This design comes from an exercise in tuning for small area, a short achievable clock period and few clock cycles on the open sky130 flow, not from production work. In this exercise RTL edits were held to simulation tests only and were not proved equivalent to the original. Power figures rest on the tool's default switching activity, not on a simulated workload.

<file path="flow/config.mk">
export PLATFORM = sky130hd
export DESIGN_NAME = calc_top
export DESIGN_NICKNAME = calc_top
export VERILOG_FILES = /design/flow/design.v
export SDC_FILE = /design/flow/constraint.sdc
export NUM_CORES = 4
export LEC_CHECK = 0
export CAP_MARGIN = 20
export CORE_MARGIN = 2
export CORE_UTILIZATION = 40
export SETUP_SLACK_MARGIN = 2.0
export SLEW_MARGIN = 20
export SYNTH_HIERARCHICAL = 1
export BUFFER_PORTS_ARGS = -buffer_cell sky130_fd_sc_hd__buf_1
export PRE_FLOORPLAN_TCL = /design/flow/flow/downsize.tcl
</file>
<file path="flow/constraint.sdc">
create_clock -name core_clock -period 4.4 [get_ports {c_clk}]
set_input_delay 0.8800 -clock core_clock [delete_from_list [all_inputs] [get_ports {c_clk}]]
set_output_delay 0.8800 -clock core_clock [all_outputs]
set_load 0.01 [all_outputs]
</file>
<file path="flow/design.v">
`default_nettype none
package calc_pkg;
	localparam int DATA_W    = 32;
	localparam int CMD_W     = 4;
	localparam int RESP_W    = 2;
	localparam int NUM_PORTS = 4;
	localparam int PORT_ID_W = 2;
	localparam int SHAMT_W   = 5;
	typedef enum logic [CMD_W-1:0] {
		CMD_NOP = 4'd0,
		CMD_ADD = 4'd1,
		CMD_SUB = 4'd2,
		CMD_SHL = 4'd5,
		CMD_SHR = 4'd6
	} cmd_e;
	typedef enum logic [RESP_W-1:0] {
		RESP_NONE    = 2'd0,
		RESP_OK      = 2'd1,
		RESP_OVFL    = 2'd2,	 
		RESP_BAD_CMD = 2'd3
	} resp_e;
	typedef enum logic [1:0] {
		OP_ADD,
		OP_SUB,
		OP_SHL,
		OP_SHR
	} op_kind_e;
	typedef struct packed {
		logic [DATA_W-SHAMT_W-1:0] pad;	 
		logic [SHAMT_W-1:0]        shamt;
	} shift_op_t;
	typedef union packed {
		logic [DATA_W-1:0] word;
		shift_op_t         sh;
	} operand2_u;
endpackage
`default_nettype wire
`timescale 1ns/1ps
`default_nettype none
module port_front (
	input  logic                        c_clk,
	input  logic                        rst_n,
	input  logic [calc_pkg::CMD_W-1:0]  cmd,
	input  logic [calc_pkg::DATA_W-1:0] data,
	output logic [calc_pkg::RESP_W-1:0] resp,
	output logic [calc_pkg::DATA_W-1:0] resp_data
);
	localparam int DATA_W = calc_pkg::DATA_W;
	logic              opc;	 
	logic              k_sub, k_shl, k_shift, k_bad;	 
	logic [1:0]        rq;	 
	logic [DATA_W-1:0] acc;	 
	logic [DATA_W-1:0] acc_d;
	logic [DATA_W-1:0] sum;
	logic              cout;
	logic [DATA_W-1:0] shr_n;
	logic [DATA_W-1:0] xa;	 
	logic [DATA_W-1:0] xs;
	logic              in_shl, fwd_in, rev_in;
	logic [DATA_W-1:0] prep_n;	 
	assign in_shl = (cmd == calc_pkg::CMD_SHL);
	assign fwd_in = !opc && !in_shl;
	assign rev_in = !opc && in_shl;
	for (genvar i = 0; i < DATA_W; i++) begin : g_prep
		cell_a22oi u_p (.a1(data[i]), .a2(fwd_in), .b1(data[DATA_W-1-i]), .b2(rev_in), .y(prep_n[i]));
	end
	for (genvar i = 0; i < DATA_W; i++) begin : g_xs
		cell_xor2 u_xa (.a(acc[i]), .b(k_sub), .y(xa[i]));
		cell_xor2 u_xs (.a(acc[i]), .b(data[i]), .y(xs[i]));
	end
	assign sum[0] = xs[0];
	add_sub_unit u_as (.a(xa), .b(data), .xs(xs), .res(sum[DATA_W-1:1]), .cout(cout));
	shift_unit u_sh (.a(acc), .sh(data[calc_pkg::SHAMT_W-1:0]), .res_n(shr_n));
	logic e_sum, e_shr_n;
	assign e_sum   = opc && !k_shift;
	assign e_shr_n = !(opc && k_shift);
	for (genvar i = 0; i < DATA_W; i++) begin : g_acc
		logic t;
		cell_a2bb2oi u_t (.a1_n(shr_n[i]), .a2_n(e_shr_n), .b1(sum[i]), .b2(e_sum), .y(t));
		cell_nand2 u_d (.a(t), .b(prep_n[i]), .y(acc_d[i]));
	end
	logic ovfl;
	assign ovfl = !k_shift && cout;
	always_ff @(posedge c_clk or negedge rst_n) begin
		if (!rst_n) begin
			opc   <= 1'b0;
			rq    <= calc_pkg::RESP_NONE;
		end else begin
			opc <= !opc && (cmd != calc_pkg::CMD_NOP);
			if (!opc)
				rq <= calc_pkg::RESP_NONE;
			else if (k_bad)
				rq <= calc_pkg::RESP_BAD_CMD;
			else if (ovfl)
				rq <= calc_pkg::RESP_OVFL;
			else
				rq <= calc_pkg::RESP_OK;
		end
	end
	always_ff @(posedge c_clk) begin
		k_sub   <= (cmd == calc_pkg::CMD_SUB);
		k_shl   <= (cmd == calc_pkg::CMD_SHL);
		k_shift <= (cmd == calc_pkg::CMD_SHL) || (cmd == calc_pkg::CMD_SHR);
		k_bad   <= (cmd != calc_pkg::CMD_ADD) && (cmd != calc_pkg::CMD_SUB) &&
		           (cmd != calc_pkg::CMD_SHL) && (cmd != calc_pkg::CMD_SHR);
		acc     <= acc_d;
	end
	logic g_fwd_d, g_rev_d;
	assign g_fwd_d = opc && !k_bad && !ovfl && !k_shl;
	assign g_rev_d = opc && !k_bad && k_shl;
	assign resp = rq;
	for (genvar s = 0; s < DATA_W / 8; s++) begin : g_out
		out_slice u_o (.c_clk, .rst_n, .fwd_d(g_fwd_d), .rev_d(g_rev_d),
			.acc(acc[8*s +: 8]), .acc_rev(acc[DATA_W-1-8*s -: 8]), .y(resp_data[8*s +: 8]));
	end
endmodule
module out_slice (
	input  logic       c_clk,
	input  logic       rst_n,
	input  logic       fwd_d,
	input  logic       rev_d,
	input  logic [7:0] acc,
	input  logic [0:7] acc_rev,
	output logic [7:0] y
);
	logic fwd, rev;
	always_ff @(posedge c_clk or negedge rst_n) begin
		if (!rst_n) begin
			fwd <= 1'b0;
			rev <= 1'b0;
		end else begin
			fwd <= fwd_d;
			rev <= rev_d;
		end
	end
	for (genvar i = 0; i < 8; i++) begin : g_bit
		logic f_n, r_n;
		cell_nand2 u_f (.a(fwd), .b(acc[i]), .y(f_n));
		cell_nand2 u_r (.a(rev), .b(acc_rev[i]), .y(r_n));
		cell_nand2 u_o (.a(f_n), .b(r_n), .y(y[i]));
	end
endmodule
`default_nettype wire
`timescale 1ns/1ps
`default_nettype none
module cell_inv (input logic a, output logic y);
	assign y = ~a;
endmodule
module cell_nand2 (input logic a, input logic b, output logic y);
	assign y = ~(a & b);
endmodule
module cell_nor2 (input logic a, input logic b, output logic y);
	assign y = ~(a | b);
endmodule
module cell_nand2b (input logic a_n, input logic b, output logic y);
	assign y = ~(~a_n & b);
endmodule
module cell_xor2 (input logic a, input logic b, output logic y);
	assign y = a ^ b;
endmodule
module cell_xnor2 (input logic a, input logic b, output logic y);
	assign y = ~(a ^ b);
endmodule
module cell_aoi21 (input logic a1, input logic a2, input logic b1, output logic y);
	assign y = ~((a1 & a2) | b1);
endmodule
module cell_oai21 (input logic a1, input logic a2, input logic b1, output logic y);
	assign y = ~((a1 | a2) & b1);
endmodule
module cell_mux2i (input logic a0, input logic a1, input logic s, output logic y);
	assign y = ~(s ? a1 : a0);
endmodule
module cell_a22o (input logic a1, input logic a2, input logic b1, input logic b2, output logic y);
	assign y = (a1 & a2) | (b1 & b2);
endmodule
module cell_a22oi (input logic a1, input logic a2, input logic b1, input logic b2, output logic y);
	assign y = ~((a1 & a2) | (b1 & b2));
endmodule
module cell_a2bb2oi (input logic a1_n, input logic a2_n, input logic b1, input logic b2, output logic y);
	assign y = ~((~a1_n & ~a2_n) | (b1 & b2));
endmodule
`default_nettype wire
`timescale 1ns/1ps
`default_nettype none
module add_sub_unit (
	input  logic [31:0] a,
	input  logic [31:0] b,
	input  logic [31:0] xs,
	output logic [31:1] res,
	output logic        cout
);
	logic n1;
	cell_nand2 u1 (.a(a[0]), .b(b[0]), .y(n1));
	logic n2;
	cell_nor2 u2 (.a(a[0]), .b(b[0]), .y(n2));
	logic n3;
	cell_nand2 u3 (.a(a[1]), .b(b[1]), .y(n3));
	logic n4;
	cell_nor2 u4 (.a(a[1]), .b(b[1]), .y(n4));
	logic n5;
	cell_nand2 u5 (.a(a[2]), .b(b[2]), .y(n5));
	logic n6;
	cell_nor2 u6 (.a(a[2]), .b(b[2]), .y(n6));
	logic n7;
	cell_nand2 u7 (.a(a[3]), .b(b[3]), .y(n7));
	logic n8;
	cell_nor2 u8 (.a(a[3]), .b(b[3]), .y(n8));
	logic n9;
	cell_nand2 u9 (.a(a[4]), .b(b[4]), .y(n9));
	logic n10;
	cell_nor2 u10 (.a(a[4]), .b(b[4]), .y(n10));
	logic n11;
	cell_nand2 u11 (.a(a[5]), .b(b[5]), .y(n11));
	logic n12;
	cell_nor2 u12 (.a(a[5]), .b(b[5]), .y(n12));
	logic n13;
	cell_nand2 u13 (.a(a[6]), .b(b[6]), .y(n13));
	logic n14;
	cell_nor2 u14 (.a(a[6]), .b(b[6]), .y(n14));
	logic n15;
	cell_nand2 u15 (.a(a[7]), .b(b[7]), .y(n15));
	logic n16;
	cell_nor2 u16 (.a(a[7]), .b(b[7]), .y(n16));
	logic n17;
	cell_nand2 u17 (.a(a[8]), .b(b[8]), .y(n17));
	logic n18;
	cell_nor2 u18 (.a(a[8]), .b(b[8]), .y(n18));
	logic n19;
	cell_nand2 u19 (.a(a[9]), .b(b[9]), .y(n19));
	logic n20;
	cell_nor2 u20 (.a(a[9]), .b(b[9]), .y(n20));
	logic n21;
	cell_nand2 u21 (.a(a[10]), .b(b[10]), .y(n21));
	logic n22;
	cell_nor2 u22 (.a(a[10]), .b(b[10]), .y(n22));
	logic n23;
	cell_nand2 u23 (.a(a[11]), .b(b[11]), .y(n23));
	logic n24;
	cell_nor2 u24 (.a(a[11]), .b(b[11]), .y(n24));
	logic n25;
	cell_nand2 u25 (.a(a[12]), .b(b[12]), .y(n25));
	logic n26;
	cell_nor2 u26 (.a(a[12]), .b(b[12]), .y(n26));
	logic n27;
	cell_nand2 u27 (.a(a[13]), .b(b[13]), .y(n27));
	logic n28;
	cell_nor2 u28 (.a(a[13]), .b(b[13]), .y(n28));
	logic n29;
	cell_nand2 u29 (.a(a[14]), .b(b[14]), .y(n29));
	logic n30;
	cell_nor2 u30 (.a(a[14]), .b(b[14]), .y(n30));
	logic n31;
	cell_nand2 u31 (.a(a[15]), .b(b[15]), .y(n31));
	logic n32;
	cell_nor2 u32 (.a(a[15]), .b(b[15]), .y(n32));
	logic n33;
	cell_nand2 u33 (.a(a[16]), .b(b[16]), .y(n33));
	logic n34;
	cell_nor2 u34 (.a(a[16]), .b(b[16]), .y(n34));
	logic n35;
	cell_nand2 u35 (.a(a[17]), .b(b[17]), .y(n35));
	logic n36;
	cell_nor2 u36 (.a(a[17]), .b(b[17]), .y(n36));
	logic n37;
	cell_nand2 u37 (.a(a[18]), .b(b[18]), .y(n37));
	logic n38;
	cell_nor2 u38 (.a(a[18]), .b(b[18]), .y(n38));
	logic n39;
	cell_nand2 u39 (.a(a[19]), .b(b[19]), .y(n39));
	logic n40;
	cell_nor2 u40 (.a(a[19]), .b(b[19]), .y(n40));
	logic n41;
	cell_nand2 u41 (.a(a[20]), .b(b[20]), .y(n41));
	logic n42;
	cell_nor2 u42 (.a(a[20]), .b(b[20]), .y(n42));
	logic n43;
	cell_nand2 u43 (.a(a[21]), .b(b[21]), .y(n43));
	logic n44;
	cell_nor2 u44 (.a(a[21]), .b(b[21]), .y(n44));
	logic n45;
	cell_nand2 u45 (.a(a[22]), .b(b[22]), .y(n45));
	logic n46;
	cell_nor2 u46 (.a(a[22]), .b(b[22]), .y(n46));
	logic n47;
	cell_nand2 u47 (.a(a[23]), .b(b[23]), .y(n47));
	logic n48;
	cell_nor2 u48 (.a(a[23]), .b(b[23]), .y(n48));
	logic n49;
	cell_nand2 u49 (.a(a[24]), .b(b[24]), .y(n49));
	logic n50;
	cell_nor2 u50 (.a(a[24]), .b(b[24]), .y(n50));
	logic n51;
	cell_nand2 u51 (.a(a[25]), .b(b[25]), .y(n51));
	logic n52;
	cell_nor2 u52 (.a(a[25]), .b(b[25]), .y(n52));
	logic n53;
	cell_nand2 u53 (.a(a[26]), .b(b[26]), .y(n53));
	logic n54;
	cell_nor2 u54 (.a(a[26]), .b(b[26]), .y(n54));
	logic n55;
	cell_nand2 u55 (.a(a[27]), .b(b[27]), .y(n55));
	logic n56;
	cell_nor2 u56 (.a(a[27]), .b(b[27]), .y(n56));
	logic n57;
	cell_nand2 u57 (.a(a[28]), .b(b[28]), .y(n57));
	logic n58;
	cell_nor2 u58 (.a(a[28]), .b(b[28]), .y(n58));
	logic n59;
	cell_nand2 u59 (.a(a[29]), .b(b[29]), .y(n59));
	logic n60;
	cell_nor2 u60 (.a(a[29]), .b(b[29]), .y(n60));
	logic n61;
	cell_nand2 u61 (.a(a[30]), .b(b[30]), .y(n61));
	logic n62;
	cell_nor2 u62 (.a(a[30]), .b(b[30]), .y(n62));
	logic n63;
	cell_nand2 u63 (.a(a[31]), .b(b[31]), .y(n63));
	logic n64;
	cell_nor2 u64 (.a(a[31]), .b(b[31]), .y(n64));
	logic n65;
	cell_oai21 u65 (.a1(n4), .a2(n1), .b1(n3), .y(n65));
	logic n66;
	cell_oai21 u66 (.a1(n8), .a2(n5), .b1(n7), .y(n66));
	logic n67;
	cell_nor2 u67 (.a(n8), .b(n6), .y(n67));
	logic n68;
	cell_oai21 u68 (.a1(n12), .a2(n9), .b1(n11), .y(n68));
	logic n69;
	cell_nor2 u69 (.a(n12), .b(n10), .y(n69));
	logic n70;
	cell_oai21 u70 (.a1(n16), .a2(n13), .b1(n15), .y(n70));
	logic n71;
	cell_nor2 u71 (.a(n16), .b(n14), .y(n71));
	logic n72;
	cell_oai21 u72 (.a1(n20), .a2(n17), .b1(n19), .y(n72));
	logic n73;
	cell_nor2 u73 (.a(n20), .b(n18), .y(n73));
	logic n74;
	cell_oai21 u74 (.a1(n24), .a2(n21), .b1(n23), .y(n74));
	logic n75;
	cell_nor2 u75 (.a(n24), .b(n22), .y(n75));
	logic n76;
	cell_oai21 u76 (.a1(n28), .a2(n25), .b1(n27), .y(n76));
	logic n77;
	cell_nor2 u77 (.a(n28), .b(n26), .y(n77));
	logic n78;
	cell_oai21 u78 (.a1(n32), .a2(n29), .b1(n31), .y(n78));
	logic n79;
	cell_nor2 u79 (.a(n32), .b(n30), .y(n79));
	logic n80;
	cell_oai21 u80 (.a1(n36), .a2(n33), .b1(n35), .y(n80));
	logic n81;
	cell_nor2 u81 (.a(n36), .b(n34), .y(n81));
	logic n82;
	cell_oai21 u82 (.a1(n40), .a2(n37), .b1(n39), .y(n82));
	logic n83;
	cell_nor2 u83 (.a(n40), .b(n38), .y(n83));
	logic n84;
	cell_oai21 u84 (.a1(n44), .a2(n41), .b1(n43), .y(n84));
	logic n85;
	cell_nor2 u85 (.a(n44), .b(n42), .y(n85));
	logic n86;
	cell_oai21 u86 (.a1(n48), .a2(n45), .b1(n47), .y(n86));
	logic n87;
	cell_nor2 u87 (.a(n48), .b(n46), .y(n87));
	logic n88;
	cell_oai21 u88 (.a1(n52), .a2(n49), .b1(n51), .y(n88));
	logic n89;
	cell_nor2 u89 (.a(n52), .b(n50), .y(n89));
	logic n90;
	cell_oai21 u90 (.a1(n56), .a2(n53), .b1(n55), .y(n90));
	logic n91;
	cell_nor2 u91 (.a(n56), .b(n54), .y(n91));
	logic n92;
	cell_oai21 u92 (.a1(n60), .a2(n57), .b1(n59), .y(n92));
	logic n93;
	cell_nor2 u93 (.a(n60), .b(n58), .y(n93));
	logic n94;
	cell_oai21 u94 (.a1(n64), .a2(n61), .b1(n63), .y(n94));
	logic n95;
	cell_nor2 u95 (.a(n64), .b(n62), .y(n95));
	logic n96;
	cell_inv u96 (.a(n5), .y(n96));
	logic n97;
	cell_inv u97 (.a(n6), .y(n97));
	logic n98;
	cell_aoi21 u98 (.a1(n97), .a2(n65), .b1(n96), .y(n98));
	logic n99;
	cell_aoi21 u99 (.a1(n67), .a2(n65), .b1(n66), .y(n99));
	logic n100;
	cell_inv u100 (.a(n13), .y(n100));
	logic n101;
	cell_inv u101 (.a(n14), .y(n101));
	logic n102;
	cell_aoi21 u102 (.a1(n101), .a2(n68), .b1(n100), .y(n102));
	logic n103;
	cell_nand2 u103 (.a(n101), .b(n69), .y(n103));
	logic n104;
	cell_aoi21 u104 (.a1(n71), .a2(n68), .b1(n70), .y(n104));
	logic n105;
	cell_nand2 u105 (.a(n71), .b(n69), .y(n105));
	logic n106;
	cell_inv u106 (.a(n21), .y(n106));
	logic n107;
	cell_inv u107 (.a(n22), .y(n107));
	logic n108;
	cell_aoi21 u108 (.a1(n107), .a2(n72), .b1(n106), .y(n108));
	logic n109;
	cell_nand2 u109 (.a(n107), .b(n73), .y(n109));
	logic n110;
	cell_aoi21 u110 (.a1(n75), .a2(n72), .b1(n74), .y(n110));
	logic n111;
	cell_nand2 u111 (.a(n75), .b(n73), .y(n111));
	logic n112;
	cell_inv u112 (.a(n29), .y(n112));
	logic n113;
	cell_inv u113 (.a(n30), .y(n113));
	logic n114;
	cell_aoi21 u114 (.a1(n113), .a2(n76), .b1(n112), .y(n114));
	logic n115;
	cell_nand2 u115 (.a(n113), .b(n77), .y(n115));
	logic n116;
	cell_aoi21 u116 (.a1(n79), .a2(n76), .b1(n78), .y(n116));
	logic n117;
	cell_nand2 u117 (.a(n79), .b(n77), .y(n117));
	logic n118;
	cell_inv u118 (.a(n37), .y(n118));
	logic n119;
	cell_inv u119 (.a(n38), .y(n119));
	logic n120;
	cell_aoi21 u120 (.a1(n119), .a2(n80), .b1(n118), .y(n120));
	logic n121;
	cell_nand2 u121 (.a(n119), .b(n81), .y(n121));
	logic n122;
	cell_aoi21 u122 (.a1(n83), .a2(n80), .b1(n82), .y(n122));
	logic n123;
	cell_nand2 u123 (.a(n83), .b(n81), .y(n123));
	logic n124;
	cell_inv u124 (.a(n45), .y(n124));
	logic n125;
	cell_inv u125 (.a(n46), .y(n125));
	logic n126;
	cell_aoi21 u126 (.a1(n125), .a2(n84), .b1(n124), .y(n126));
	logic n127;
	cell_nand2 u127 (.a(n125), .b(n85), .y(n127));
	logic n128;
	cell_aoi21 u128 (.a1(n87), .a2(n84), .b1(n86), .y(n128));
	logic n129;
	cell_nand2 u129 (.a(n87), .b(n85), .y(n129));
	logic n130;
	cell_inv u130 (.a(n53), .y(n130));
	logic n131;
	cell_inv u131 (.a(n54), .y(n131));
	logic n132;
	cell_aoi21 u132 (.a1(n131), .a2(n88), .b1(n130), .y(n132));
	logic n133;
	cell_nand2 u133 (.a(n131), .b(n89), .y(n133));
	logic n134;
	cell_aoi21 u134 (.a1(n91), .a2(n88), .b1(n90), .y(n134));
	logic n135;
	cell_nand2 u135 (.a(n91), .b(n89), .y(n135));
	logic n136;
	cell_inv u136 (.a(n61), .y(n136));
	logic n137;
	cell_inv u137 (.a(n62), .y(n137));
	logic n138;
	cell_aoi21 u138 (.a1(n137), .a2(n92), .b1(n136), .y(n138));
	logic n139;
	cell_nand2 u139 (.a(n137), .b(n93), .y(n139));
	logic n140;
	cell_aoi21 u140 (.a1(n95), .a2(n92), .b1(n94), .y(n140));
	logic n141;
	cell_nand2 u141 (.a(n95), .b(n93), .y(n141));
	logic n142;
	cell_oai21 u142 (.a1(n10), .a2(n99), .b1(n9), .y(n142));
	logic n143;
	cell_inv u143 (.a(n68), .y(n143));
	logic n144;
	cell_inv u144 (.a(n69), .y(n144));
	logic n145;
	cell_oai21 u145 (.a1(n144), .a2(n99), .b1(n143), .y(n145));
	logic n146;
	cell_oai21 u146 (.a1(n103), .a2(n99), .b1(n102), .y(n146));
	logic n147;
	cell_oai21 u147 (.a1(n105), .a2(n99), .b1(n104), .y(n147));
	logic n148;
	cell_oai21 u148 (.a1(n26), .a2(n110), .b1(n25), .y(n148));
	logic n149;
	cell_nor2 u149 (.a(n26), .b(n111), .y(n149));
	logic n150;
	cell_inv u150 (.a(n76), .y(n150));
	logic n151;
	cell_inv u151 (.a(n77), .y(n151));
	logic n152;
	cell_oai21 u152 (.a1(n151), .a2(n110), .b1(n150), .y(n152));
	logic n153;
	cell_nor2 u153 (.a(n151), .b(n111), .y(n153));
	logic n154;
	cell_oai21 u154 (.a1(n115), .a2(n110), .b1(n114), .y(n154));
	logic n155;
	cell_nor2 u155 (.a(n115), .b(n111), .y(n155));
	logic n156;
	cell_oai21 u156 (.a1(n117), .a2(n110), .b1(n116), .y(n156));
	logic n157;
	cell_nor2 u157 (.a(n117), .b(n111), .y(n157));
	logic n158;
	cell_oai21 u158 (.a1(n42), .a2(n122), .b1(n41), .y(n158));
	logic n159;
	cell_nor2 u159 (.a(n42), .b(n123), .y(n159));
	logic n160;
	cell_inv u160 (.a(n84), .y(n160));
	logic n161;
	cell_inv u161 (.a(n85), .y(n161));
	logic n162;
	cell_oai21 u162 (.a1(n161), .a2(n122), .b1(n160), .y(n162));
	logic n163;
	cell_nor2 u163 (.a(n161), .b(n123), .y(n163));
	logic n164;
	cell_oai21 u164 (.a1(n127), .a2(n122), .b1(n126), .y(n164));
	logic n165;
	cell_nor2 u165 (.a(n127), .b(n123), .y(n165));
	logic n166;
	cell_oai21 u166 (.a1(n129), .a2(n122), .b1(n128), .y(n166));
	logic n167;
	cell_nor2 u167 (.a(n129), .b(n123), .y(n167));
	logic n168;
	cell_oai21 u168 (.a1(n58), .a2(n134), .b1(n57), .y(n168));
	logic n169;
	cell_nor2 u169 (.a(n58), .b(n135), .y(n169));
	logic n170;
	cell_inv u170 (.a(n92), .y(n170));
	logic n171;
	cell_inv u171 (.a(n93), .y(n171));
	logic n172;
	cell_oai21 u172 (.a1(n171), .a2(n134), .b1(n170), .y(n172));
	logic n173;
	cell_nor2 u173 (.a(n171), .b(n135), .y(n173));
	logic n174;
	cell_oai21 u174 (.a1(n139), .a2(n134), .b1(n138), .y(n174));
	logic n175;
	cell_nor2 u175 (.a(n139), .b(n135), .y(n175));
	logic n176;
	cell_oai21 u176 (.a1(n141), .a2(n134), .b1(n140), .y(n176));
	logic n177;
	cell_nor2 u177 (.a(n141), .b(n135), .y(n177));
	logic n178;
	cell_inv u178 (.a(n17), .y(n178));
	logic n179;
	cell_inv u179 (.a(n18), .y(n179));
	logic n180;
	cell_aoi21 u180 (.a1(n179), .a2(n147), .b1(n178), .y(n180));
	logic n181;
	cell_aoi21 u181 (.a1(n73), .a2(n147), .b1(n72), .y(n181));
	logic n182;
	cell_inv u182 (.a(n108), .y(n182));
	logic n183;
	cell_inv u183 (.a(n109), .y(n183));
	logic n184;
	cell_aoi21 u184 (.a1(n183), .a2(n147), .b1(n182), .y(n184));
	logic n185;
	cell_inv u185 (.a(n110), .y(n185));
	logic n186;
	cell_inv u186 (.a(n111), .y(n186));
	logic n187;
	cell_aoi21 u187 (.a1(n186), .a2(n147), .b1(n185), .y(n187));
	logic n188;
	cell_aoi21 u188 (.a1(n149), .a2(n147), .b1(n148), .y(n188));
	logic n189;
	cell_aoi21 u189 (.a1(n153), .a2(n147), .b1(n152), .y(n189));
	logic n190;
	cell_aoi21 u190 (.a1(n155), .a2(n147), .b1(n154), .y(n190));
	logic n191;
	cell_aoi21 u191 (.a1(n157), .a2(n147), .b1(n156), .y(n191));
	logic n192;
	cell_inv u192 (.a(n49), .y(n192));
	logic n193;
	cell_inv u193 (.a(n50), .y(n193));
	logic n194;
	cell_aoi21 u194 (.a1(n193), .a2(n166), .b1(n192), .y(n194));
	logic n195;
	cell_nand2 u195 (.a(n193), .b(n167), .y(n195));
	logic n196;
	cell_aoi21 u196 (.a1(n89), .a2(n166), .b1(n88), .y(n196));
	logic n197;
	cell_nand2 u197 (.a(n89), .b(n167), .y(n197));
	logic n198;
	cell_inv u198 (.a(n132), .y(n198));
	logic n199;
	cell_inv u199 (.a(n133), .y(n199));
	logic n200;
	cell_aoi21 u200 (.a1(n199), .a2(n166), .b1(n198), .y(n200));
	logic n201;
	cell_nand2 u201 (.a(n199), .b(n167), .y(n201));
	logic n202;
	cell_inv u202 (.a(n134), .y(n202));
	logic n203;
	cell_inv u203 (.a(n135), .y(n203));
	logic n204;
	cell_aoi21 u204 (.a1(n203), .a2(n166), .b1(n202), .y(n204));
	logic n205;
	cell_nand2 u205 (.a(n203), .b(n167), .y(n205));
	logic n206;
	cell_aoi21 u206 (.a1(n169), .a2(n166), .b1(n168), .y(n206));
	logic n207;
	cell_nand2 u207 (.a(n169), .b(n167), .y(n207));
	logic n208;
	cell_aoi21 u208 (.a1(n173), .a2(n166), .b1(n172), .y(n208));
	logic n209;
	cell_nand2 u209 (.a(n173), .b(n167), .y(n209));
	logic n210;
	cell_aoi21 u210 (.a1(n175), .a2(n166), .b1(n174), .y(n210));
	logic n211;
	cell_nand2 u211 (.a(n175), .b(n167), .y(n211));
	logic n212;
	cell_aoi21 u212 (.a1(n177), .a2(n166), .b1(n176), .y(n212));
	logic n213;
	cell_nand2 u213 (.a(n177), .b(n167), .y(n213));
	logic n214;
	cell_oai21 u214 (.a1(n34), .a2(n191), .b1(n33), .y(n214));
	logic n215;
	cell_inv u215 (.a(n80), .y(n215));
	logic n216;
	cell_inv u216 (.a(n81), .y(n216));
	logic n217;
	cell_oai21 u217 (.a1(n216), .a2(n191), .b1(n215), .y(n217));
	logic n218;
	cell_oai21 u218 (.a1(n121), .a2(n191), .b1(n120), .y(n218));
	logic n219;
	cell_oai21 u219 (.a1(n123), .a2(n191), .b1(n122), .y(n219));
	logic n220;
	cell_inv u220 (.a(n158), .y(n220));
	logic n221;
	cell_inv u221 (.a(n159), .y(n221));
	logic n222;
	cell_oai21 u222 (.a1(n221), .a2(n191), .b1(n220), .y(n222));
	logic n223;
	cell_inv u223 (.a(n162), .y(n223));
	logic n224;
	cell_inv u224 (.a(n163), .y(n224));
	logic n225;
	cell_oai21 u225 (.a1(n224), .a2(n191), .b1(n223), .y(n225));
	logic n226;
	cell_inv u226 (.a(n164), .y(n226));
	logic n227;
	cell_inv u227 (.a(n165), .y(n227));
	logic n228;
	cell_oai21 u228 (.a1(n227), .a2(n191), .b1(n226), .y(n228));
	logic n229;
	cell_inv u229 (.a(n166), .y(n229));
	logic n230;
	cell_inv u230 (.a(n167), .y(n230));
	logic n231;
	cell_oai21 u231 (.a1(n230), .a2(n191), .b1(n229), .y(n231));
	logic n232;
	cell_oai21 u232 (.a1(n195), .a2(n191), .b1(n194), .y(n232));
	logic n233;
	cell_oai21 u233 (.a1(n197), .a2(n191), .b1(n196), .y(n233));
	logic n234;
	cell_oai21 u234 (.a1(n201), .a2(n191), .b1(n200), .y(n234));
	logic n235;
	cell_oai21 u235 (.a1(n205), .a2(n191), .b1(n204), .y(n235));
	logic n236;
	cell_oai21 u236 (.a1(n207), .a2(n191), .b1(n206), .y(n236));
	logic n237;
	cell_oai21 u237 (.a1(n209), .a2(n191), .b1(n208), .y(n237));
	logic n238;
	cell_oai21 u238 (.a1(n211), .a2(n191), .b1(n210), .y(n238));
	logic n239;
	cell_oai21 u239 (.a1(n213), .a2(n191), .b1(n212), .y(cout));
	cell_xnor2 u240 (.a(xs[1]), .b(n1), .y(res[1]));
	cell_xor2 u241 (.a(xs[2]), .b(n65), .y(res[2]));
	cell_xnor2 u242 (.a(xs[3]), .b(n98), .y(res[3]));
	cell_xnor2 u243 (.a(xs[4]), .b(n99), .y(res[4]));
	cell_xor2 u244 (.a(xs[5]), .b(n142), .y(res[5]));
	cell_xor2 u245 (.a(xs[6]), .b(n145), .y(res[6]));
	cell_xor2 u246 (.a(xs[7]), .b(n146), .y(res[7]));
	cell_xor2 u247 (.a(xs[8]), .b(n147), .y(res[8]));
	cell_xnor2 u248 (.a(xs[9]), .b(n180), .y(res[9]));
	cell_xnor2 u249 (.a(xs[10]), .b(n181), .y(res[10]));
	cell_xnor2 u250 (.a(xs[11]), .b(n184), .y(res[11]));
	cell_xnor2 u251 (.a(xs[12]), .b(n187), .y(res[12]));
	cell_xnor2 u252 (.a(xs[13]), .b(n188), .y(res[13]));
	cell_xnor2 u253 (.a(xs[14]), .b(n189), .y(res[14]));
	cell_xnor2 u254 (.a(xs[15]), .b(n190), .y(res[15]));
	cell_xnor2 u255 (.a(xs[16]), .b(n191), .y(res[16]));
	cell_xor2 u256 (.a(xs[17]), .b(n214), .y(res[17]));
	cell_xor2 u257 (.a(xs[18]), .b(n217), .y(res[18]));
	cell_xor2 u258 (.a(xs[19]), .b(n218), .y(res[19]));
	cell_xor2 u259 (.a(xs[20]), .b(n219), .y(res[20]));
	cell_xor2 u260 (.a(xs[21]), .b(n222), .y(res[21]));
	cell_xor2 u261 (.a(xs[22]), .b(n225), .y(res[22]));
	cell_xor2 u262 (.a(xs[23]), .b(n228), .y(res[23]));
	cell_xor2 u263 (.a(xs[24]), .b(n231), .y(res[24]));
	cell_xor2 u264 (.a(xs[25]), .b(n232), .y(res[25]));
	cell_xor2 u265 (.a(xs[26]), .b(n233), .y(res[26]));
	cell_xor2 u266 (.a(xs[27]), .b(n234), .y(res[27]));
	cell_xor2 u267 (.a(xs[28]), .b(n235), .y(res[28]));
	cell_xor2 u268 (.a(xs[29]), .b(n236), .y(res[29]));
	cell_xor2 u269 (.a(xs[30]), .b(n237), .y(res[30]));
	cell_xor2 u270 (.a(xs[31]), .b(n238), .y(res[31]));
endmodule
`default_nettype wire
`timescale 1ns/1ps
`default_nettype none
module shift_unit (
	input  logic [31:0] a,
	input  logic [4:0]  sh,
	output logic [31:0] res_n
);
	logic n1;
	cell_mux2i u1 (.a0(a[0]), .a1(a[1]), .s(sh[0]), .y(n1));
	logic n2;
	cell_mux2i u2 (.a0(a[1]), .a1(a[2]), .s(sh[0]), .y(n2));
	logic n3;
	cell_mux2i u3 (.a0(a[2]), .a1(a[3]), .s(sh[0]), .y(n3));
	logic n4;
	cell_mux2i u4 (.a0(a[3]), .a1(a[4]), .s(sh[0]), .y(n4));
	logic n5;
	cell_mux2i u5 (.a0(a[4]), .a1(a[5]), .s(sh[0]), .y(n5));
	logic n6;
	cell_mux2i u6 (.a0(a[5]), .a1(a[6]), .s(sh[0]), .y(n6));
	logic n7;
	cell_mux2i u7 (.a0(a[6]), .a1(a[7]), .s(sh[0]), .y(n7));
	logic n8;
	cell_mux2i u8 (.a0(a[7]), .a1(a[8]), .s(sh[0]), .y(n8));
	logic n9;
	cell_mux2i u9 (.a0(a[8]), .a1(a[9]), .s(sh[0]), .y(n9));
	logic n10;
	cell_mux2i u10 (.a0(a[9]), .a1(a[10]), .s(sh[0]), .y(n10));
	logic n11;
	cell_mux2i u11 (.a0(a[10]), .a1(a[11]), .s(sh[0]), .y(n11));
	logic n12;
	cell_mux2i u12 (.a0(a[11]), .a1(a[12]), .s(sh[0]), .y(n12));
	logic n13;
	cell_mux2i u13 (.a0(a[12]), .a1(a[13]), .s(sh[0]), .y(n13));
	logic n14;
	cell_mux2i u14 (.a0(a[13]), .a1(a[14]), .s(sh[0]), .y(n14));
	logic n15;
	cell_mux2i u15 (.a0(a[14]), .a1(a[15]), .s(sh[0]), .y(n15));
	logic n16;
	cell_mux2i u16 (.a0(a[15]), .a1(a[16]), .s(sh[0]), .y(n16));
	logic n17;
	cell_mux2i u17 (.a0(a[16]), .a1(a[17]), .s(sh[0]), .y(n17));
	logic n18;
	cell_mux2i u18 (.a0(a[17]), .a1(a[18]), .s(sh[0]), .y(n18));
	logic n19;
	cell_mux2i u19 (.a0(a[18]), .a1(a[19]), .s(sh[0]), .y(n19));
	logic n20;
	cell_mux2i u20 (.a0(a[19]), .a1(a[20]), .s(sh[0]), .y(n20));
	logic n21;
	cell_mux2i u21 (.a0(a[20]), .a1(a[21]), .s(sh[0]), .y(n21));
	logic n22;
	cell_mux2i u22 (.a0(a[21]), .a1(a[22]), .s(sh[0]), .y(n22));
	logic n23;
	cell_mux2i u23 (.a0(a[22]), .a1(a[23]), .s(sh[0]), .y(n23));
	logic n24;
	cell_mux2i u24 (.a0(a[23]), .a1(a[24]), .s(sh[0]), .y(n24));
	logic n25;
	cell_mux2i u25 (.a0(a[24]), .a1(a[25]), .s(sh[0]), .y(n25));
	logic n26;
	cell_mux2i u26 (.a0(a[25]), .a1(a[26]), .s(sh[0]), .y(n26));
	logic n27;
	cell_mux2i u27 (.a0(a[26]), .a1(a[27]), .s(sh[0]), .y(n27));
	logic n28;
	cell_mux2i u28 (.a0(a[27]), .a1(a[28]), .s(sh[0]), .y(n28));
	logic n29;
	cell_mux2i u29 (.a0(a[28]), .a1(a[29]), .s(sh[0]), .y(n29));
	logic n30;
	cell_mux2i u30 (.a0(a[29]), .a1(a[30]), .s(sh[0]), .y(n30));
	logic n31;
	cell_mux2i u31 (.a0(a[30]), .a1(a[31]), .s(sh[0]), .y(n31));
	logic n32;
	cell_nand2b u32 (.a_n(sh[0]), .b(a[31]), .y(n32));
	logic n33;
	cell_mux2i u33 (.a0(n1), .a1(n3), .s(sh[1]), .y(n33));
	logic n34;
	cell_mux2i u34 (.a0(n2), .a1(n4), .s(sh[1]), .y(n34));
	logic n35;
	cell_mux2i u35 (.a0(n3), .a1(n5), .s(sh[1]), .y(n35));
	logic n36;
	cell_mux2i u36 (.a0(n4), .a1(n6), .s(sh[1]), .y(n36));
	logic n37;
	cell_mux2i u37 (.a0(n5), .a1(n7), .s(sh[1]), .y(n37));
	logic n38;
	cell_mux2i u38 (.a0(n6), .a1(n8), .s(sh[1]), .y(n38));
	logic n39;
	cell_mux2i u39 (.a0(n7), .a1(n9), .s(sh[1]), .y(n39));
	logic n40;
	cell_mux2i u40 (.a0(n8), .a1(n10), .s(sh[1]), .y(n40));
	logic n41;
	cell_mux2i u41 (.a0(n9), .a1(n11), .s(sh[1]), .y(n41));
	logic n42;
	cell_mux2i u42 (.a0(n10), .a1(n12), .s(sh[1]), .y(n42));
	logic n43;
	cell_mux2i u43 (.a0(n11), .a1(n13), .s(sh[1]), .y(n43));
	logic n44;
	cell_mux2i u44 (.a0(n12), .a1(n14), .s(sh[1]), .y(n44));
	logic n45;
	cell_mux2i u45 (.a0(n13), .a1(n15), .s(sh[1]), .y(n45));
	logic n46;
	cell_mux2i u46 (.a0(n14), .a1(n16), .s(sh[1]), .y(n46));
	logic n47;
	cell_mux2i u47 (.a0(n15), .a1(n17), .s(sh[1]), .y(n47));
	logic n48;
	cell_mux2i u48 (.a0(n16), .a1(n18), .s(sh[1]), .y(n48));
	logic n49;
	cell_mux2i u49 (.a0(n17), .a1(n19), .s(sh[1]), .y(n49));
	logic n50;
	cell_mux2i u50 (.a0(n18), .a1(n20), .s(sh[1]), .y(n50));
	logic n51;
	cell_mux2i u51 (.a0(n19), .a1(n21), .s(sh[1]), .y(n51));
	logic n52;
	cell_mux2i u52 (.a0(n20), .a1(n22), .s(sh[1]), .y(n52));
	logic n53;
	cell_mux2i u53 (.a0(n21), .a1(n23), .s(sh[1]), .y(n53));
	logic n54;
	cell_mux2i u54 (.a0(n22), .a1(n24), .s(sh[1]), .y(n54));
	logic n55;
	cell_mux2i u55 (.a0(n23), .a1(n25), .s(sh[1]), .y(n55));
	logic n56;
	cell_mux2i u56 (.a0(n24), .a1(n26), .s(sh[1]), .y(n56));
	logic n57;
	cell_mux2i u57 (.a0(n25), .a1(n27), .s(sh[1]), .y(n57));
	logic n58;
	cell_mux2i u58 (.a0(n26), .a1(n28), .s(sh[1]), .y(n58));
	logic n59;
	cell_mux2i u59 (.a0(n27), .a1(n29), .s(sh[1]), .y(n59));
	logic n60;
	cell_mux2i u60 (.a0(n28), .a1(n30), .s(sh[1]), .y(n60));
	logic n61;
	cell_mux2i u61 (.a0(n29), .a1(n31), .s(sh[1]), .y(n61));
	logic n62;
	cell_mux2i u62 (.a0(n30), .a1(n32), .s(sh[1]), .y(n62));
	logic n63;
	cell_nor2 u63 (.a(sh[1]), .b(n31), .y(n63));
	logic n64;
	cell_nor2 u64 (.a(sh[1]), .b(n32), .y(n64));
	logic n65;
	cell_mux2i u65 (.a0(n33), .a1(n37), .s(sh[2]), .y(n65));
	logic n66;
	cell_mux2i u66 (.a0(n34), .a1(n38), .s(sh[2]), .y(n66));
	logic n67;
	cell_mux2i u67 (.a0(n35), .a1(n39), .s(sh[2]), .y(n67));
	logic n68;
	cell_mux2i u68 (.a0(n36), .a1(n40), .s(sh[2]), .y(n68));
	logic n69;
	cell_mux2i u69 (.a0(n37), .a1(n41), .s(sh[2]), .y(n69));
	logic n70;
	cell_mux2i u70 (.a0(n38), .a1(n42), .s(sh[2]), .y(n70));
	logic n71;
	cell_mux2i u71 (.a0(n39), .a1(n43), .s(sh[2]), .y(n71));
	logic n72;
	cell_mux2i u72 (.a0(n40), .a1(n44), .s(sh[2]), .y(n72));
	logic n73;
	cell_mux2i u73 (.a0(n41), .a1(n45), .s(sh[2]), .y(n73));
	logic n74;
	cell_mux2i u74 (.a0(n42), .a1(n46), .s(sh[2]), .y(n74));
	logic n75;
	cell_mux2i u75 (.a0(n43), .a1(n47), .s(sh[2]), .y(n75));
	logic n76;
	cell_mux2i u76 (.a0(n44), .a1(n48), .s(sh[2]), .y(n76));
	logic n77;
	cell_mux2i u77 (.a0(n45), .a1(n49), .s(sh[2]), .y(n77));
	logic n78;
	cell_mux2i u78 (.a0(n46), .a1(n50), .s(sh[2]), .y(n78));
	logic n79;
	cell_mux2i u79 (.a0(n47), .a1(n51), .s(sh[2]), .y(n79));
	logic n80;
	cell_mux2i u80 (.a0(n48), .a1(n52), .s(sh[2]), .y(n80));
	logic n81;
	cell_mux2i u81 (.a0(n49), .a1(n53), .s(sh[2]), .y(n81));
	logic n82;
	cell_mux2i u82 (.a0(n50), .a1(n54), .s(sh[2]), .y(n82));
	logic n83;
	cell_mux2i u83 (.a0(n51), .a1(n55), .s(sh[2]), .y(n83));
	logic n84;
	cell_mux2i u84 (.a0(n52), .a1(n56), .s(sh[2]), .y(n84));
	logic n85;
	cell_mux2i u85 (.a0(n53), .a1(n57), .s(sh[2]), .y(n85));
	logic n86;
	cell_mux2i u86 (.a0(n54), .a1(n58), .s(sh[2]), .y(n86));
	logic n87;
	cell_mux2i u87 (.a0(n55), .a1(n59), .s(sh[2]), .y(n87));
	logic n88;
	cell_mux2i u88 (.a0(n56), .a1(n60), .s(sh[2]), .y(n88));
	logic n89;
	cell_mux2i u89 (.a0(n57), .a1(n61), .s(sh[2]), .y(n89));
	logic n90;
	cell_mux2i u90 (.a0(n58), .a1(n62), .s(sh[2]), .y(n90));
	logic n91;
	cell_mux2i u91 (.a0(n59), .a1(n63), .s(sh[2]), .y(n91));
	logic n92;
	cell_mux2i u92 (.a0(n60), .a1(n64), .s(sh[2]), .y(n92));
	logic n93;
	cell_nand2b u93 (.a_n(sh[2]), .b(n61), .y(n93));
	logic n94;
	cell_nand2b u94 (.a_n(sh[2]), .b(n62), .y(n94));
	logic n95;
	cell_nand2b u95 (.a_n(sh[2]), .b(n63), .y(n95));
	logic n96;
	cell_nand2b u96 (.a_n(sh[2]), .b(n64), .y(n96));
	logic n97;
	cell_mux2i u97 (.a0(n65), .a1(n73), .s(sh[3]), .y(n97));
	logic n98;
	cell_mux2i u98 (.a0(n66), .a1(n74), .s(sh[3]), .y(n98));
	logic n99;
	cell_mux2i u99 (.a0(n67), .a1(n75), .s(sh[3]), .y(n99));
	logic n100;
	cell_mux2i u100 (.a0(n68), .a1(n76), .s(sh[3]), .y(n100));
	logic n101;
	cell_mux2i u101 (.a0(n69), .a1(n77), .s(sh[3]), .y(n101));
	logic n102;
	cell_mux2i u102 (.a0(n70), .a1(n78), .s(sh[3]), .y(n102));
	logic n103;
	cell_mux2i u103 (.a0(n71), .a1(n79), .s(sh[3]), .y(n103));
	logic n104;
	cell_mux2i u104 (.a0(n72), .a1(n80), .s(sh[3]), .y(n104));
	logic n105;
	cell_mux2i u105 (.a0(n73), .a1(n81), .s(sh[3]), .y(n105));
	logic n106;
	cell_mux2i u106 (.a0(n74), .a1(n82), .s(sh[3]), .y(n106));
	logic n107;
	cell_mux2i u107 (.a0(n75), .a1(n83), .s(sh[3]), .y(n107));
	logic n108;
	cell_mux2i u108 (.a0(n76), .a1(n84), .s(sh[3]), .y(n108));
	logic n109;
	cell_mux2i u109 (.a0(n77), .a1(n85), .s(sh[3]), .y(n109));
	logic n110;
	cell_mux2i u110 (.a0(n78), .a1(n86), .s(sh[3]), .y(n110));
	logic n111;
	cell_mux2i u111 (.a0(n79), .a1(n87), .s(sh[3]), .y(n111));
	logic n112;
	cell_mux2i u112 (.a0(n80), .a1(n88), .s(sh[3]), .y(n112));
	logic n113;
	cell_mux2i u113 (.a0(n81), .a1(n89), .s(sh[3]), .y(n113));
	logic n114;
	cell_mux2i u114 (.a0(n82), .a1(n90), .s(sh[3]), .y(n114));
	logic n115;
	cell_mux2i u115 (.a0(n83), .a1(n91), .s(sh[3]), .y(n115));
	logic n116;
	cell_mux2i u116 (.a0(n84), .a1(n92), .s(sh[3]), .y(n116));
	logic n117;
	cell_mux2i u117 (.a0(n85), .a1(n93), .s(sh[3]), .y(n117));
	logic n118;
	cell_mux2i u118 (.a0(n86), .a1(n94), .s(sh[3]), .y(n118));
	logic n119;
	cell_mux2i u119 (.a0(n87), .a1(n95), .s(sh[3]), .y(n119));
	logic n120;
	cell_mux2i u120 (.a0(n88), .a1(n96), .s(sh[3]), .y(n120));
	logic n121;
	cell_nor2 u121 (.a(sh[3]), .b(n89), .y(n121));
	logic n122;
	cell_nor2 u122 (.a(sh[3]), .b(n90), .y(n122));
	logic n123;
	cell_nor2 u123 (.a(sh[3]), .b(n91), .y(n123));
	logic n124;
	cell_nor2 u124 (.a(sh[3]), .b(n92), .y(n124));
	logic n125;
	cell_nor2 u125 (.a(sh[3]), .b(n93), .y(n125));
	logic n126;
	cell_nor2 u126 (.a(sh[3]), .b(n94), .y(n126));
	logic n127;
	cell_nor2 u127 (.a(sh[3]), .b(n95), .y(n127));
	logic n128;
	cell_nor2 u128 (.a(sh[3]), .b(n96), .y(n128));
	cell_mux2i u129 (.a0(n97), .a1(n113), .s(sh[4]), .y(res_n[0]));
	cell_mux2i u130 (.a0(n98), .a1(n114), .s(sh[4]), .y(res_n[1]));
	cell_mux2i u131 (.a0(n99), .a1(n115), .s(sh[4]), .y(res_n[2]));
	cell_mux2i u132 (.a0(n100), .a1(n116), .s(sh[4]), .y(res_n[3]));
	cell_mux2i u133 (.a0(n101), .a1(n117), .s(sh[4]), .y(res_n[4]));
	cell_mux2i u134 (.a0(n102), .a1(n118), .s(sh[4]), .y(res_n[5]));
	cell_mux2i u135 (.a0(n103), .a1(n119), .s(sh[4]), .y(res_n[6]));
	cell_mux2i u136 (.a0(n104), .a1(n120), .s(sh[4]), .y(res_n[7]));
	cell_mux2i u137 (.a0(n105), .a1(n121), .s(sh[4]), .y(res_n[8]));
	cell_mux2i u138 (.a0(n106), .a1(n122), .s(sh[4]), .y(res_n[9]));
	cell_mux2i u139 (.a0(n107), .a1(n123), .s(sh[4]), .y(res_n[10]));
	cell_mux2i u140 (.a0(n108), .a1(n124), .s(sh[4]), .y(res_n[11]));
	cell_mux2i u141 (.a0(n109), .a1(n125), .s(sh[4]), .y(res_n[12]));
	cell_mux2i u142 (.a0(n110), .a1(n126), .s(sh[4]), .y(res_n[13]));
	cell_mux2i u143 (.a0(n111), .a1(n127), .s(sh[4]), .y(res_n[14]));
	cell_mux2i u144 (.a0(n112), .a1(n128), .s(sh[4]), .y(res_n[15]));
	cell_nand2b u145 (.a_n(sh[4]), .b(n113), .y(res_n[16]));
	cell_nand2b u146 (.a_n(sh[4]), .b(n114), .y(res_n[17]));
	cell_nand2b u147 (.a_n(sh[4]), .b(n115), .y(res_n[18]));
	cell_nand2b u148 (.a_n(sh[4]), .b(n116), .y(res_n[19]));
	cell_nand2b u149 (.a_n(sh[4]), .b(n117), .y(res_n[20]));
	cell_nand2b u150 (.a_n(sh[4]), .b(n118), .y(res_n[21]));
	cell_nand2b u151 (.a_n(sh[4]), .b(n119), .y(res_n[22]));
	cell_nand2b u152 (.a_n(sh[4]), .b(n120), .y(res_n[23]));
	cell_nand2b u153 (.a_n(sh[4]), .b(n121), .y(res_n[24]));
	cell_nand2b u154 (.a_n(sh[4]), .b(n122), .y(res_n[25]));
	cell_nand2b u155 (.a_n(sh[4]), .b(n123), .y(res_n[26]));
	cell_nand2b u156 (.a_n(sh[4]), .b(n124), .y(res_n[27]));
	cell_nand2b u157 (.a_n(sh[4]), .b(n125), .y(res_n[28]));
	cell_nand2b u158 (.a_n(sh[4]), .b(n126), .y(res_n[29]));
	cell_nand2b u159 (.a_n(sh[4]), .b(n127), .y(res_n[30]));
	cell_nand2b u160 (.a_n(sh[4]), .b(n128), .y(res_n[31]));
endmodule
`default_nettype wire
`timescale 1ns/1ps
`default_nettype none
module calc_top (
	input  logic                        c_clk,
	input  logic                        rst_n,
	input  logic [calc_pkg::CMD_W-1:0]  req1_cmd,
	input  logic [calc_pkg::DATA_W-1:0] req1_data,
	input  logic [calc_pkg::CMD_W-1:0]  req2_cmd,
	input  logic [calc_pkg::DATA_W-1:0] req2_data,
	input  logic [calc_pkg::CMD_W-1:0]  req3_cmd,
	input  logic [calc_pkg::DATA_W-1:0] req3_data,
	input  logic [calc_pkg::CMD_W-1:0]  req4_cmd,
	input  logic [calc_pkg::DATA_W-1:0] req4_data,
	output logic [calc_pkg::RESP_W-1:0] resp1,
	output logic [calc_pkg::DATA_W-1:0] data1,
	output logic [calc_pkg::RESP_W-1:0] resp2,
	output logic [calc_pkg::DATA_W-1:0] data2,
	output logic [calc_pkg::RESP_W-1:0] resp3,
	output logic [calc_pkg::DATA_W-1:0] data3,
	output logic [calc_pkg::RESP_W-1:0] resp4,
	output logic [calc_pkg::DATA_W-1:0] data4
);
	port_front u_p1 (.c_clk, .rst_n, .cmd(req1_cmd), .data(req1_data), .resp(resp1), .resp_data(data1));
	port_front u_p2 (.c_clk, .rst_n, .cmd(req2_cmd), .data(req2_data), .resp(resp2), .resp_data(data2));
	port_front u_p3 (.c_clk, .rst_n, .cmd(req3_cmd), .data(req3_data), .resp(resp3), .resp_data(data3));
	port_front u_p4 (.c_clk, .rst_n, .cmd(req4_cmd), .data(req4_data), .resp(resp4), .resp_data(data4));
endmodule
`default_nettype wire
</file>
<file path="flow/flow/run.sh">
#!/bin/bash
# The standard layout with two changes to how it is made:
# - the ports are buffered by buf_1 instead of the default clkdlybuf4s50_1
#   delay cell (every port still gets its own buffer);
# - before floorplanning, combinational cells that synthesis sized up are set
#   back to their smallest size (flow/downsize.tcl); the resizer sizes up
#   again where timing needs it.
set -e
cp standard.sh standard.sh.log
{
	echo "export BUFFER_PORTS_ARGS = -buffer_cell sky130_fd_sc_hd__buf_1"
	echo "export PRE_FLOORPLAN_TCL = $(pwd)/flow/downsize.tcl"
} >> config.mk
export BUFFER_PORTS_ARGS="-buffer_cell sky130_fd_sc_hd__buf_1"
export PRE_FLOORPLAN_TCL="$(pwd)/flow/downsize.tcl"
bash standard.sh > standard.log 2>&1
</file>
<file path="flow/flow/downsize.tcl">
# Before floorplanning: set every combinational cell that synthesis sized up
# back to the smallest cell of its kind. The resizer sizes up again where
# timing needs it. Flip-flops, buffers and tie cells are left as they are.
set db [ord::get_db]
set lib_masters {}
foreach lib [$db getLibs] {
  foreach m [$lib getMasters] {
    dict set lib_masters [$m getName] $m
  }
}
set n 0
foreach inst [[ord::get_db_block] getInsts] {
  set name [[$inst getMaster] getName]
  if { ![regexp {^(sky130_fd_sc_hd__)([a-z0-9]+)_([0-9]+)$} $name -> pre base size] } { continue }
  if { [regexp {^(df|edf|sdf|dl|buf|clkbuf|clkdly|dlygate|conb|tap|fill|decap|inv|clkinv)} $base] } { continue }
  set best ""
  set best_area 1e9
  foreach s {0 1 2 4} {
    set cand "${pre}${base}_$s"
    if { [dict exists $lib_masters $cand] } {
      set m [dict get $lib_masters $cand]
      set a [expr {[$m getWidth] * [$m getHeight]}]
      if { $a < $best_area } { set best $cand; set best_area $a }
    }
  }
  if { $best ne "" && $best ne $name } {
    replace_cell [$inst getName] $best
    incr n
  }
}
puts "downsize: $n cells set to their smallest size"
</file>
<file path="flow/standard.sh">
#!/bin/bash
# synth_recipe.tcl (not shown) runs the flow's synth.tcl, then flattens the netlist and writes it again
# the make line also repeats each setting of config.mk as NAME=value (left out here)
make -C /OpenROAD-flow-scripts/flow DESIGN_CONFIG=/design/flow/config.mk WORK_HOME=/design/flow/orfs CLKGATE_MAP_FILE= SYNTH_SCRIPT=/design/flow/synth_recipe.tcl "${@:-finish}"
</file>
==> impl_results.md <==
* Status: finished clean
* Vias per cell at 5.52
* Placer's final routability congestion estimate at 0.927
* Worst-margin pin slew at 1.08 ns
* Layout cell share with drive strength beyond 1 at 13.5%
* Worst r2r src: u_p1.k_sub$_DFF_P_
* RSZ-0062 raised after global routing: yes
* Final WS setup at 1.92 ns
* Final min period at 2.48 ns
* CTS Buf Count at 17
* RR Endpoint: u_p1.acc[31]$_DFF_P_
* I/O pin count at 282
* Net count, final at 3568
* H-tree Lvls at 4
* Final period utilization at 56.4%
* CTS Sinks at 188
* Vias in the first global route at 20.6k
* First-pass GRT wire length at 117000 µm
* Post-CTS Hold Fix Bufs at 0
* F_max at 403 MHz
* Residual DRC at 0
* First DRT Iteration DRCs at 1998
* Congestion Overflow GR at 0
* Root Driver: clkbuf_16
* # setup viols final at 0
* Reg2reg path depth at 13
* CP Launch Type: register
* Syn_nets at 3142
* Max-slew headroom at 27.9%
* IO buf count at 281
* Die Ht at 236 µm
* Setup Skew at 0.0130 ns
* Detailed placement HPWL at 54800 µm
* Rows at 85
* DRT Wirelength at 78600 µm
* Maximum VDD drop at 0.000324 V
* Crit path DAT at 2.86 ns
* Core Footprint at 53600 µm²
* GRT Total Usage at 26.1%
* TritonCTS clock tree: built
* Via count at 22.8k
* Cells after Synth at 2996
* Max Root-Sink Buffers at 2
* Hold crit path type: in2async
* Total Neg Setup Slack at 0 ns
* Initial core utilization at 40.3%
* Max Fanout on Critical Path at 7
* # Max-Cap Violations at 0
* Synth warn at 8
* DRT antenna net count at 0
* Clock slew at reported path FFs at 0.08 ns
* Reg2reg setup slack at 1.92 ns
* Average routed wire per standard cell at 19.0 µm
* Final Hold Vio Count at 0
* Die area at 55900 µm²
* 1st-pass router iterations at 6
* Critical path type: reg2reg
* Critical Path RT at 4.78 ns
* CP Cell Sequence: buf_12 > buf_4 > xor2_1 > nor2_1 > nor2_1 > nand2_2 > nor2_4 > buf_4 > nand2_1 > o21ai_1 > xor2_1 > a2bb2oi_1 > nand2_1
* Crit. End Element: register
* Placement Setup Slack at 1.04 ns
* Clock latency (worst-skew pair) at 0.50 ns
* Worst path slowest cell: dfxtp_4
* Initial antenna violation count at 3
* Filler Cell Count at 5459
* Max-slew violation count at 0
* Die width at 236 µm
* LEAKAGE at 13.1 nW
* PD cells at 623 nW/µm²
* Largest net degree at the start of global routing at 45
* CP max stage delay at 0.36 ns
-- metal layers --
metal	vias to the layer above	part of all wire (%)	GRT usage [%]
met5	-	0.043	0
li1	11200	-	-
met1	10800	45	36.0
met3	98	6.2	3.74
met2	734	46	41.9
met4	6	2.1	8.19
-- where the power goes --
part | switching [mW] | total [mW] | internal [mW]
Combinational | 6.47 | 11.2 | 4.74
Clock | 0.817 | 1.56 | 0.743
Sequential | 1.66 | 4.04 | 2.39
Total | 8.95 | 16.8 | 7.86
-- cells in the final DEF, fill, tap and decap left out, types with 15 or more instances in the layout --
cell type	instances
a21oi_1	94
a21oi_2	18
a21oi_4	16
a22oi_1	128
a2bb2oi_1	119
buf_1	260
buf_12	22
buf_4	74
buf_6	19
clkbuf_16	21
clkbuf_2	17
dfrtp_1	28
dfrtp_2	16
dfxtp_1	139
inv_1	188
mux2i_1	506
nand2_1	714
nand2_2	15
nand2b_1	88
nor2_1	196
nor2_2	76
o21ai_0	78
o21ai_1	59
o21ai_2	41
o21ai_4	16
xnor2_1	44
xor2_1	302
xor2_2	37
-- state kept, by name, summed over array words and instances, names as in the netlist, 2 cells and up --
register,flops
u_p3.acc,32
u_p1.acc,32
u_p4.g_out.u_o.fwd,4
u_p3.rq,2
u_p1.g_out.u_o.fwd,4
u_p1.rq,2
u_p4.rq,2
u_p4.g_out.u_o.rev,4
u_p2.g_out.u_o.rev,4
u_p2.rq,2
u_p2.acc,32
u_p3.g_out.u_o.rev,4
u_p1.g_out.u_o.rev,4
u_p4.acc,32
u_p3.g_out.u_o.fwd,4
u_p2.g_out.u_o.fwd,4
-- worst max path at each step --
stage                     slack (ns)                              end          startpoint
after detailed placement        1.04  u_p3.g_out[2].u_o.fwd$_DFF_PN0_        req3_data[1]
after global placement          1.09  u_p3.g_out[1].u_o.fwd$_DFF_PN0_        req3_data[1]
after floorplan                 2.00  u_p1.g_out[0].u_o.fwd$_DFF_PN0_        req1_data[1]
after global routing            1.83  u_p4.g_out[2].u_o.fwd$_DFF_PN0_  u_p4.k_sub$_DFF_P_
after CTS                       1.95             u_p1.acc[31]$_DFF_P_  u_p1.k_sub$_DFF_P_
final                           1.92             u_p1.acc[31]$_DFF_P_  u_p1.k_sub$_DFF_P_
-- worst max-delay path, delay by kind of cell, from the launching register on --
family | cells | cell delay (ns)
AOI/OAI and AO/OA | 2 | 0.29
xor gates and xnor gates | 2 | 0.30
DFF | 1 | 0.36
buffers and inverters | 3 | 0.44
and+or+nand+nor | 6 | 0.96
-- area by class of cell --
class | instances | area [µm²] | area share, %
multi-input combinational | 2625 | 18400 | 68.0
sequential | 188 | 4020 | 14.9
timing repair buffer | 402 | 2490 | 9.23
tap | 696 | 871 | 3.23
inverter | 188 | 706 | 2.61
clock buffer | 18 | 429 | 1.59
clock inverter | 14 | 123 | 0.454
antenna | 2 | 5.00 | 0.0185
-- repair_timing --
item | 4_1_cts | 5_1_grt
hold endpoints to repair | 0 | 0
setup buffers | 36 | 43
gates resized for setup | 76 | 338
gates cloned | 0 | 9
endpoints found under the setup margin | 153 | 156
pin swaps | 12 | 84
-- stage by stage --
step / utilization, % / power, mW / instance area, µm² / cells / hold WS [ns]
floorplan: - / 10.6 / 21800 / 2996 / 0.418
global placement: 44.9 / 13.2 / 24100 / 4011 / 0.438
detailed placement: 44.9 / 13.3 / 24100 / 4011 / 0.436
CTS: 47.4 / 15.4 / 25400 / 4079 / 0.451
global route: 50.4 / 18.0 / 27000 / 4131 / 0.495
finish: 50.4 / 16.8 / 27000 / 4133 / 0.457
Testbench counts, summed over its fixed seeds: cycles 2,408.

[static timing again, ports no longer ideal]
Ports are ideal in the flow. The routed layout listed here was re-timed in OpenROAD.
Step 1 sets driving cells, clkbuf_16 on the clock port and buf_2 on the other inputs (assumed; they add their load-dependent delay and slew).
Step 2 moves the port delays by t, midway between the first and last clock arrival at a register: inputs arrive t later, outputs are due t later. That takes back most of the time a late clock gives input paths.
Slacks: no drivers / after step 1 / after step 2; pairs: no drivers / after step 1.
shift t [ns]: 0.556
slack for setup (ns): 1.917 / 1.917 / 1.512
clock arrival spread, ns: 0.021 / 0.021
After both steps setup and hold are still met in this run. For this run, drivers alone change the setup slack by 0.000 ns; drivers and shift together by -0.405 ns.
